Source: an optimization exercise on an open RTL-to-GDS flow (aim: small area and a short achievable clock period). Production flows keep margins and buffers that such runs may drop.
No functional check of the RTL was part of this run.

==> flow/design.v <==
`timescale 1ns / 1ps
package icp_pkg;
  typedef logic [0:0] reg_idx_t;
  typedef logic [2:0] color_mode_t;
  typedef logic [1:0] rot_t;
  localparam reg_idx_t REG_MAX_ITER   = 1'b0;
  localparam reg_idx_t REG_COLOR_MODE = 1'b1;
  localparam int CNT_FIELD_W = 16;
  localparam int CHAN_W      = 8;
  localparam int SCALED_W    = 12;
  localparam logic [SCALED_W-1:0] K_OUTER_SCALED = 12'd2295;
  localparam logic [SCALED_W-1:0] K_MID_SCALED   = 12'd3825;
  localparam logic [SCALED_W-1:0] CHAN_MAX       = 12'd255;
  localparam color_mode_t MODE_SWAP_BASE = 3'd3;
  localparam rot_t ROT_RED   = 2'd0;
  localparam rot_t ROT_GREEN = 2'd1;
  localparam rot_t ROT_BLUE  = 2'd2;
  function automatic rot_t mode_rotation(input color_mode_t mode);
    rot_t r;
    r = ROT_RED;
    case (mode)
      3'd0, 3'd3, 3'd6: r = ROT_RED;
      3'd1, 3'd4, 3'd7: r = ROT_GREEN;
      default:          r = ROT_BLUE;
    endcase
    mode_rotation = r;
  endfunction
  function automatic logic [CHAN_W-1:0] saturate(input logic [SCALED_W-1:0] v);
    logic [CHAN_W-1:0] b;
    b = (v > CHAN_MAX) ? CHAN_MAX[CHAN_W-1:0] : v[CHAN_W-1:0];
    saturate = b;
  endfunction
endpackage
`timescale 1ns / 1ps
module icp_div #(
  parameter int CNT_W     = 16,
  parameter int FRAC_BITS = 16
) (
  input  logic                 clk,
  input  logic                 rst,
  input  logic                 in_valid,
  input  logic [CNT_W-1:0]     in_cnt,
  input  logic                 in_full,
  input  logic [CNT_W-1:0]     mx,
  output logic                 out_valid,
  output logic [FRAC_BITS:0]   out_t
);
  logic                 valid [0:FRAC_BITS];
  logic                 full  [0:FRAC_BITS];
  logic [CNT_W-1:0]     rem   [0:FRAC_BITS];
  logic [FRAC_BITS-1:0] quo   [0:FRAC_BITS];
  logic                 mx_nz;
  assign mx_nz = (mx != '0);
  always_ff @(posedge clk) begin
    if (rst) begin
      valid[0] <= 1'b0;
    end else begin
      valid[0] <= in_valid;
    end
    full[0] <= in_full;
    rem[0]  <= in_full ? '0 : in_cnt;
    quo[0]  <= '0;
  end
  for (genvar k = 0; k < FRAC_BITS; k++) begin : g_step
    logic [CNT_W:0] shl;
    logic [CNT_W:0] diff;
    logic           geq;
    assign shl  = {rem[k], 1'b0};
    assign diff = shl - {1'b0, mx};
    assign geq  = mx_nz && (shl >= {1'b0, mx});
    always_ff @(posedge clk) begin
      if (rst) begin
        valid[k+1] <= 1'b0;
      end else begin
        valid[k+1] <= valid[k];
      end
      full[k+1] <= full[k];
      rem[k+1]  <= geq ? diff[CNT_W-1:0] : shl[CNT_W-1:0];
      quo[k+1]  <= {quo[k][FRAC_BITS-2:0], geq};
    end
  end
  assign out_valid = valid[FRAC_BITS];
  assign out_t     = {full[FRAC_BITS], quo[FRAC_BITS]};
endmodule
`timescale 1ns / 1ps
module iteration_count_palette_top #(
  parameter int COUNT_WIDTH = 16,
  parameter int FRAC_BITS   = 16
) (
  input  logic        clk,
  input  logic        rst,
  input  logic        start,
  output logic        busy,
  input  logic [15:0] iter_count,
  output logic        done,
  output logic [7:0]  red,
  output logic [7:0]  green,
  output logic [7:0]  blue,
  input  logic        psel,
  input  logic        penable,
  input  logic        pwrite,
  input  logic [2:0]  paddr,
  input  logic [31:0] pwdata,
  output logic [31:0] prdata,
  output logic        pready
);
  localparam int CNT_W = (COUNT_WIDTH < icp_pkg::CNT_FIELD_W) ?
                         COUNT_WIDTH : icp_pkg::CNT_FIELD_W;
  localparam int FX_W  = FRAC_BITS + 1;
  localparam int PR_W  = 2 * FX_W;
  localparam int SC_W  = FX_W + icp_pkg::SCALED_W;
  localparam int LAT   = FRAC_BITS + 6;
  localparam logic [FX_W-1:0] ONE_FX = {1'b1, {FRAC_BITS{1'b0}}};
  logic [CNT_W-1:0]          max_iterations;
  icp_pkg::color_mode_t      color_mode;
  logic                      wr_en;
  icp_pkg::reg_idx_t         reg_idx;
  assign pready  = 1'b1;
  assign wr_en   = psel && penable && pwrite && pready;
  assign reg_idx = paddr[2];
  always_ff @(posedge clk) begin
    if (rst) begin
      max_iterations <= CNT_W'(100);
      color_mode     <= '0;
    end else if (wr_en) begin
      unique case (reg_idx)
        icp_pkg::REG_MAX_ITER:   max_iterations <= pwdata[CNT_W-1:0];
        icp_pkg::REG_COLOR_MODE: color_mode     <= pwdata[2:0];
        default: ;
      endcase
    end
  end
  always_comb begin
    prdata = '0;
    unique case (reg_idx)
      icp_pkg::REG_MAX_ITER:   prdata = 32'(max_iterations);
      icp_pkg::REG_COLOR_MODE: prdata = 32'(color_mode);
      default:                 prdata = '0;
    endcase
  end
  always_ff @(posedge clk) begin
    if (rst) begin
      busy <= 1'b1;
    end else begin
      busy <= 1'b0;
    end
  end
  logic             accept;
  logic [CNT_W-1:0] cnt;
  logic             cnt_full;
  logic             dv_valid;
  logic [FX_W-1:0]  dv_t;
  assign accept   = start && !busy;
  assign cnt      = iter_count[CNT_W-1:0];
  assign cnt_full = (max_iterations != '0) && (cnt >= max_iterations);
  icp_div #(
    .CNT_W     (CNT_W),
    .FRAC_BITS (FRAC_BITS)
  ) u_div (
    .clk       (clk),
    .rst       (rst),
    .in_valid  (accept),
    .in_cnt    (cnt),
    .in_full   (cnt_full),
    .mx        (max_iterations),
    .out_valid (dv_valid),
    .out_t     (dv_t)
  );
  logic            m1_valid;
  logic [FX_W-1:0] m1_t, m1_u, m1_tt, m1_uu;
  logic [FX_W-1:0] u_next;
  logic [PR_W-1:0] tt_prod, uu_prod;
  assign u_next  = ONE_FX - dv_t;
  assign tt_prod = {{FX_W{1'b0}}, dv_t} * {{FX_W{1'b0}}, dv_t};
  assign uu_prod = {{FX_W{1'b0}}, u_next} * {{FX_W{1'b0}}, u_next};
  always_ff @(posedge clk) begin
    if (rst) begin
      m1_valid <= 1'b0;
    end else begin
      m1_valid <= dv_valid;
    end
    m1_t  <= dv_t;
    m1_u  <= u_next;
    m1_tt <= tt_prod[FRAC_BITS +: FX_W];
    m1_uu <= uu_prod[FRAC_BITS +: FX_W];
  end
  logic            m2_valid;
  logic [FX_W-1:0] m2_t, m2_u, m2_ttt, m2_uuu, m2_uutt;
  logic [PR_W-1:0] ttt_prod, uuu_prod, uutt_prod;
  assign ttt_prod  = {{FX_W{1'b0}}, m1_tt} * {{FX_W{1'b0}}, m1_t};
  assign uuu_prod  = {{FX_W{1'b0}}, m1_uu} * {{FX_W{1'b0}}, m1_u};
  assign uutt_prod = {{FX_W{1'b0}}, m1_uu} * {{FX_W{1'b0}}, m1_tt};
  always_ff @(posedge clk) begin
    if (rst) begin
      m2_valid <= 1'b0;
    end else begin
      m2_valid <= m1_valid;
    end
    m2_t    <= m1_t;
    m2_u    <= m1_u;
    m2_ttt  <= ttt_prod[FRAC_BITS +: FX_W];
    m2_uuu  <= uuu_prod[FRAC_BITS +: FX_W];
    m2_uutt <= uutt_prod[FRAC_BITS +: FX_W];
  end
  logic            m3_valid;
  logic [FX_W-1:0] m3_pa, m3_pb, m3_pc;
  logic [PR_W-1:0] pa_prod, pc_prod;
  assign pa_prod = {{FX_W{1'b0}}, m2_ttt} * {{FX_W{1'b0}}, m2_u};
  assign pc_prod = {{FX_W{1'b0}}, m2_uuu} * {{FX_W{1'b0}}, m2_t};
  always_ff @(posedge clk) begin
    if (rst) begin
      m3_valid <= 1'b0;
    end else begin
      m3_valid <= m2_valid;
    end
    m3_pa <= pa_prod[FRAC_BITS +: FX_W];
    m3_pb <= m2_uutt;
    m3_pc <= pc_prod[FRAC_BITS +: FX_W];
  end
  logic                          m4_valid;
  logic [icp_pkg::SCALED_W-1:0]  m4_va, m4_vb, m4_vc;
  logic [SC_W-1:0]               va_prod, vb_prod, vc_prod;
  assign va_prod = {{icp_pkg::SCALED_W{1'b0}}, m3_pa} *
                   {{FX_W{1'b0}}, icp_pkg::K_OUTER_SCALED};
  assign vb_prod = {{icp_pkg::SCALED_W{1'b0}}, m3_pb} *
                   {{FX_W{1'b0}}, icp_pkg::K_MID_SCALED};
  assign vc_prod = {{icp_pkg::SCALED_W{1'b0}}, m3_pc} *
                   {{FX_W{1'b0}}, icp_pkg::K_OUTER_SCALED};
  always_ff @(posedge clk) begin
    if (rst) begin
      m4_valid <= 1'b0;
    end else begin
      m4_valid <= m3_valid;
    end
    m4_va <= va_prod[FRAC_BITS +: icp_pkg::SCALED_W];
    m4_vb <= vb_prod[FRAC_BITS +: icp_pkg::SCALED_W];
    m4_vc <= vc_prod[FRAC_BITS +: icp_pkg::SCALED_W];
  end
  logic [7:0]    ba, bb, bc, first, last;
  logic [7:0]    red_next, green_next, blue_next;
  icp_pkg::rot_t rot;
  logic          swap;
  assign ba   = icp_pkg::saturate(m4_va);
  assign bb   = icp_pkg::saturate(m4_vb);
  assign bc   = icp_pkg::saturate(m4_vc);
  assign swap = (color_mode >= icp_pkg::MODE_SWAP_BASE);
  assign rot  = icp_pkg::mode_rotation(color_mode);
  assign first = swap ? bc : ba;
  assign last  = swap ? ba : bc;
  always_comb begin
    red_next   = first;
    green_next = bb;
    blue_next  = last;
    unique case (rot)
      icp_pkg::ROT_RED: begin
        red_next   = first;
        green_next = bb;
        blue_next  = last;
      end
      icp_pkg::ROT_GREEN: begin
        green_next = first;
        blue_next  = bb;
        red_next   = last;
      end
      icp_pkg::ROT_BLUE: begin
        blue_next  = first;
        red_next   = bb;
        green_next = last;
      end
      default: begin
        red_next   = first;
        green_next = bb;
        blue_next  = last;
      end
    endcase
  end
  always_ff @(posedge clk) begin
    if (rst) begin
      done <= 1'b0;
    end else begin
      done <= m4_valid;
    end
    red   <= red_next;
    green <= green_next;
    blue  <= blue_next;
  end
endmodule
==> flow/run.sh <==
#!/bin/bash
# synth_recipe.tcl (not shown) runs the flow's synth.tcl, then flattens the netlist and writes it again
# the make line also repeats each setting of config.mk as NAME=value (left out here)
make -C /OpenROAD-flow-scripts/flow DESIGN_CONFIG=/design/flow/config.mk WORK_HOME=/design/flow/orfs CLKGATE_MAP_FILE= SYNTH_SCRIPT=/design/flow/synth_recipe.tcl finish
==> flow/config.mk <==
export PLATFORM = sky130hd
export DESIGN_NAME = iteration_count_palette_top
export DESIGN_NICKNAME = iteration_count_palette_top
export VERILOG_FILES = /design/flow/design.v
export SDC_FILE = /design/flow/constraint.sdc
export NUM_CORES = 4
export LEC_CHECK = 0
export CAP_MARGIN = 20
export CORE_MARGIN = 2
export CORE_UTILIZATION = 40
export SLEW_MARGIN = 20
==> flow/constraint.sdc <==
create_clock -name core_clock -period 8.5 [get_ports {clk}]
set_input_delay 1.7000 -clock core_clock [delete_from_list [all_inputs] [get_ports {clk}]]
set_output_delay 1.7000 -clock core_clock [all_outputs]
set_load 0.01 [all_outputs]
==> impl_metrics.env <==
export IMPL_die_w_um=501
export IMPL_synth_edff_count=0
export IMPL_min_delay_start="u_div.full[11]"
export IMPL_yosysSeqAreaShare=0.144
export IMPL_maxSlewViolCount=0
export IMPL_r2r_start="u_div.quo[16][1]"
export IMPL_ys_ff_latch=713
export IMPL_first_pass_iters=5
export IMPL_final_cell_count_no_fill=13800
export IMPL_clock_root_buffer="clkbuf_16"
export IMPL_wl_per_cell_um=17.6
export IMPL_dp_cells=13600
export IMPL_grt_max_degree=41
export IMPL_max_freq_mhz=124
export IMPL_status="no timing/DRC/antenna violations"
export IMPL_netlist_area_um2=98800
export IMPL_synth_async_sr_flop_share=0
export IMPL_ys_flop_type="dfxtp_1"
export IMPL_synth_most_common_cell="inv_1"
export IMPL_setup_viol=0
export IMPL_period_share=0.950
export IMPL_nNetsFinal=13500
export IMPL_drive_gt1_frac=0.0544
export IMPL_design_core_area_um2=246000
export IMPL_dp_hpwl_mm=194
export IMPL_place_congestion=0.885
export IMPL_synth_top_area_cell="fa_1"
export IMPL_port_buffer_count=80
export IMPL_synth_cell_types=84
export IMPL_end_kind="flip-flop"
export IMPL_skew_ns=0.0649
export IMPL_viasPerCell=5.03
export IMPL_ant_nets=0
export IMPL_finalCriticalPeriod_ns=8.07
export IMPL_max_slew_margin=0.291
export IMPL_reg2reg_to="m1_uu[16]"
export IMPL_syn_to_final_growth_pct=7.90
export IMPL_worstPathRequired_ns=9.13
export IMPL_clock_latency_ns=0.74
export IMPL_synth_top_area_share=0.354
export IMPL_critPathKind="reg2reg"
export IMPL_grt_pass1_vias=76400
export IMPL_crit_fanout=7
export IMPL_yosys_top_cells_count="inv_1 (2,215), fa_1 (1,749), nand2_1 (1,334)"
export IMPL_worstMarginPinSlew_ns=1.06
export IMPL_grt_pass1_wl_mm=403
export IMPL_hold_class="reg2reg"
export IMPL_io_pins=116
export IMPL_maxCapViolCount=0
export IMPL_whs_path_depth=0
export IMPL_grt_use_total=0.199
export IMPL_start_util=0.402
export IMPL_clk_pin_slew_ns=0.06
export IMPL_crit_arrival_ns=8.70
export IMPL_critPathSlowestCell="xnor2_1"
export IMPL_grt_antenna_before_repair=6
export IMPL_die_h_um=501
export IMPL_htreeDepth=3
export IMPL_cts_inserted_buffers=84
export IMPL_slowest_delay_ns=0.64
export IMPL_min_to="u_div.full[12]"
export IMPL_synth_area_leaders="fa_1 (35%), ha_1 (15%), dfxtp_1 (14%)"
export IMPL_drc_errors=0
export IMPL_avgSynthCellArea_um2=9.40
export IMPL_drt_initial_drc_count=3488
export IMPL_rows=182
export IMPL_drt_total_wl_mm=243
export IMPL_dieArea_um2=251000
export IMPL_clock_sinks=713
export IMPL_reg2reg_slack_ns=0.43
export IMPL_num_vias=69500
export IMPL_start_kind="flip-flop"
export IMPL_yosys_warnings=6
export IMPL_rr_worst_depth=27
export IMPL_grt_overflow=0
export IMPL_clk_path_buf_depth=3
export IMPL_cts_tree="built"
export IMPL_syn_inst=10500
export IMPL_final_hold_violation_count=0
==> how the worst max path moves through the flow <==
stage | startpoint | endpoint
CTS | u_div.quo[16][4] | m1_uu[16]
global route | u_div.quo[16][3] | m1_uu[16]
floorplan | u_div.quo[16][4] | m1_uu[16]
detailed placement | u_div.quo[16][4] | m1_uu[16]
finish | u_div.quo[16][1] | m1_uu[16]
global placement | u_div.quo[16][4] | m1_uu[16]
==> state kept, by name, summed over array words and instances (netlist names), 12 cells and up <==
register and cells:
m2_uuu 17, u_div.rem 256, m2_ttt 17, m3_pb 17, m4_vc 12, m3_pc 17
u_div.full 17, u_div.quo 136, m4_va 12, m2_uutt 17, m2_t 16, m1_tt 17
m2_u 17, m4_vb 12, m1_uu 17, max_iterations 16, m1_t 16, m1_u 17
u_div.valid 17, m3_pa 17
==> cells in the final DEF (no fill, tap or decap), drive strengths merged, types with 17 or more instances in the layout <==
cell,n
o21a,52
nor2,348
inv,2219
nor2b,87
o21bai,25
buf,181
mux2,179
o211ai,22
xor2,117
a21oi,294
nand4,71
a21boi,20
nand3,90
fa,1749
a211oi,24
nand2b,52
nor4,31
clkinv,34
and3,25
o21ai,150
clkbuf,107
clkdlybuf4s50,80
o31ai,25
nand2,1338
ha,1223
xnor2,252
a31oi,30
dfxtp,713
conb,17
mux2i,24
nor3,89
a21o,140
and2,556
==> cell families (layout without fill, tap and decap cells) <==
logic type	after synthesis	after routing	share of synthesized area
compound gates	905	905	0.0603
other cells	2	20	0.0000760
fa+ha+maj	2972	2972	0.509
flops	713	713	0.144
simple gates	2763	2763	0.131
buf+inv	2582	2634	0.0990
mux	203	203	0.0228
xor+xnor	369	369	0.0329
==> metrics by stage <==
| stage | util | instance area (um2) | setup TNS (ns) | setup WS [ns] | hold slack [ns] |
|---|---|---|---|---|---|
| final | 0.434 | 107000 | 0 | 0.426 | 0.274 |
| after global routing | 0.434 | 107000 | -0.0513 | -0.0513 | 0.275 |
| after CTS | 0.434 | 107000 | 0 | 0.297 | 0.263 |
| after detailed placement | 0.422 | 104000 | 0 | 0.369 | 0.312 |
| after global placement | 0.422 | 104000 | 0 | 0.366 | 0.310 |
| after floorplan | - | 98900 | 0 | 0.508 | 0.310 |
==> worst max-delay path: cells and delay by family (launching register included) <==
kind	cells	cell delay [ns]
flip-flops	1	0.33
AND/OR/NAND/NOR	4	0.93
buffers and inverters	6	0.72
AO/OA/AOI/OAI	7	1.80
XOR/XNOR	2	0.76
adder cells (fa/ha/maj)	8	3.41
==> final cells by class <==
cell class / count / area, um2
fill: 23700 / 139000
clock buffer: 107 / 2330
tap: 3220 / 4030
sequential: 713 / 14300
multi-input combinational: 7229 / 74900
inverter: 2221 / 8340
antenna: 3 / 7.51
timing repair buffer: 261 / 2180
clock inverter: 45 / 581
==> what timing repair did <==
item / in CTS / in global routing
hold buffers: 0 / 0
gates resized for setup: 0 / 6
setup buffers: 0 / 1
setup endpoints to repair: 0 / 4
==> layer usage <==
layer | routed length [um] | vias up | share of wire | track usage
met5 | 13 | - | 0.000054 | 0
met4 | 6840 | 2 | 0.028 | 0.0558
met3 | 12400 | 396 | 0.051 | 0.0248
met2 | 120000 | 1636 | 0.49 | 0.353
met1 | 104000 | 35100 | 0.43 | 0.255
li1 | - | 32300 | - | -

port drivers added, routing unchanged:
In the flow no input, the clock included, has a driving cell. The finished layout below was timed again as built, in two steps. Step 1, drivers: a clkbuf_16 drives clk and a buf_2 each remaining input, both assumed. Step 2 times the ports against the registers' clock, not the clock port: input delays grow and output delays shrink by t, the midpoint of the rising clock arrivals with the driver on. a / b / c = no drivers / after step 1 / after step 2; a / b = the first two.
t, ns: 0.796
setup slack, ns: 0.426 / 0.426 / 0.426
worst setup path after step 2: register to register
slew at the worst register clock pin (ns): 0.07 / 0.07
pins driven straight from the clock port: 1
After both steps setup and hold are still met in this run. For this run, drivers alone change the setup slack by 0.000 ns; drivers and shift together by 0.000 ns.
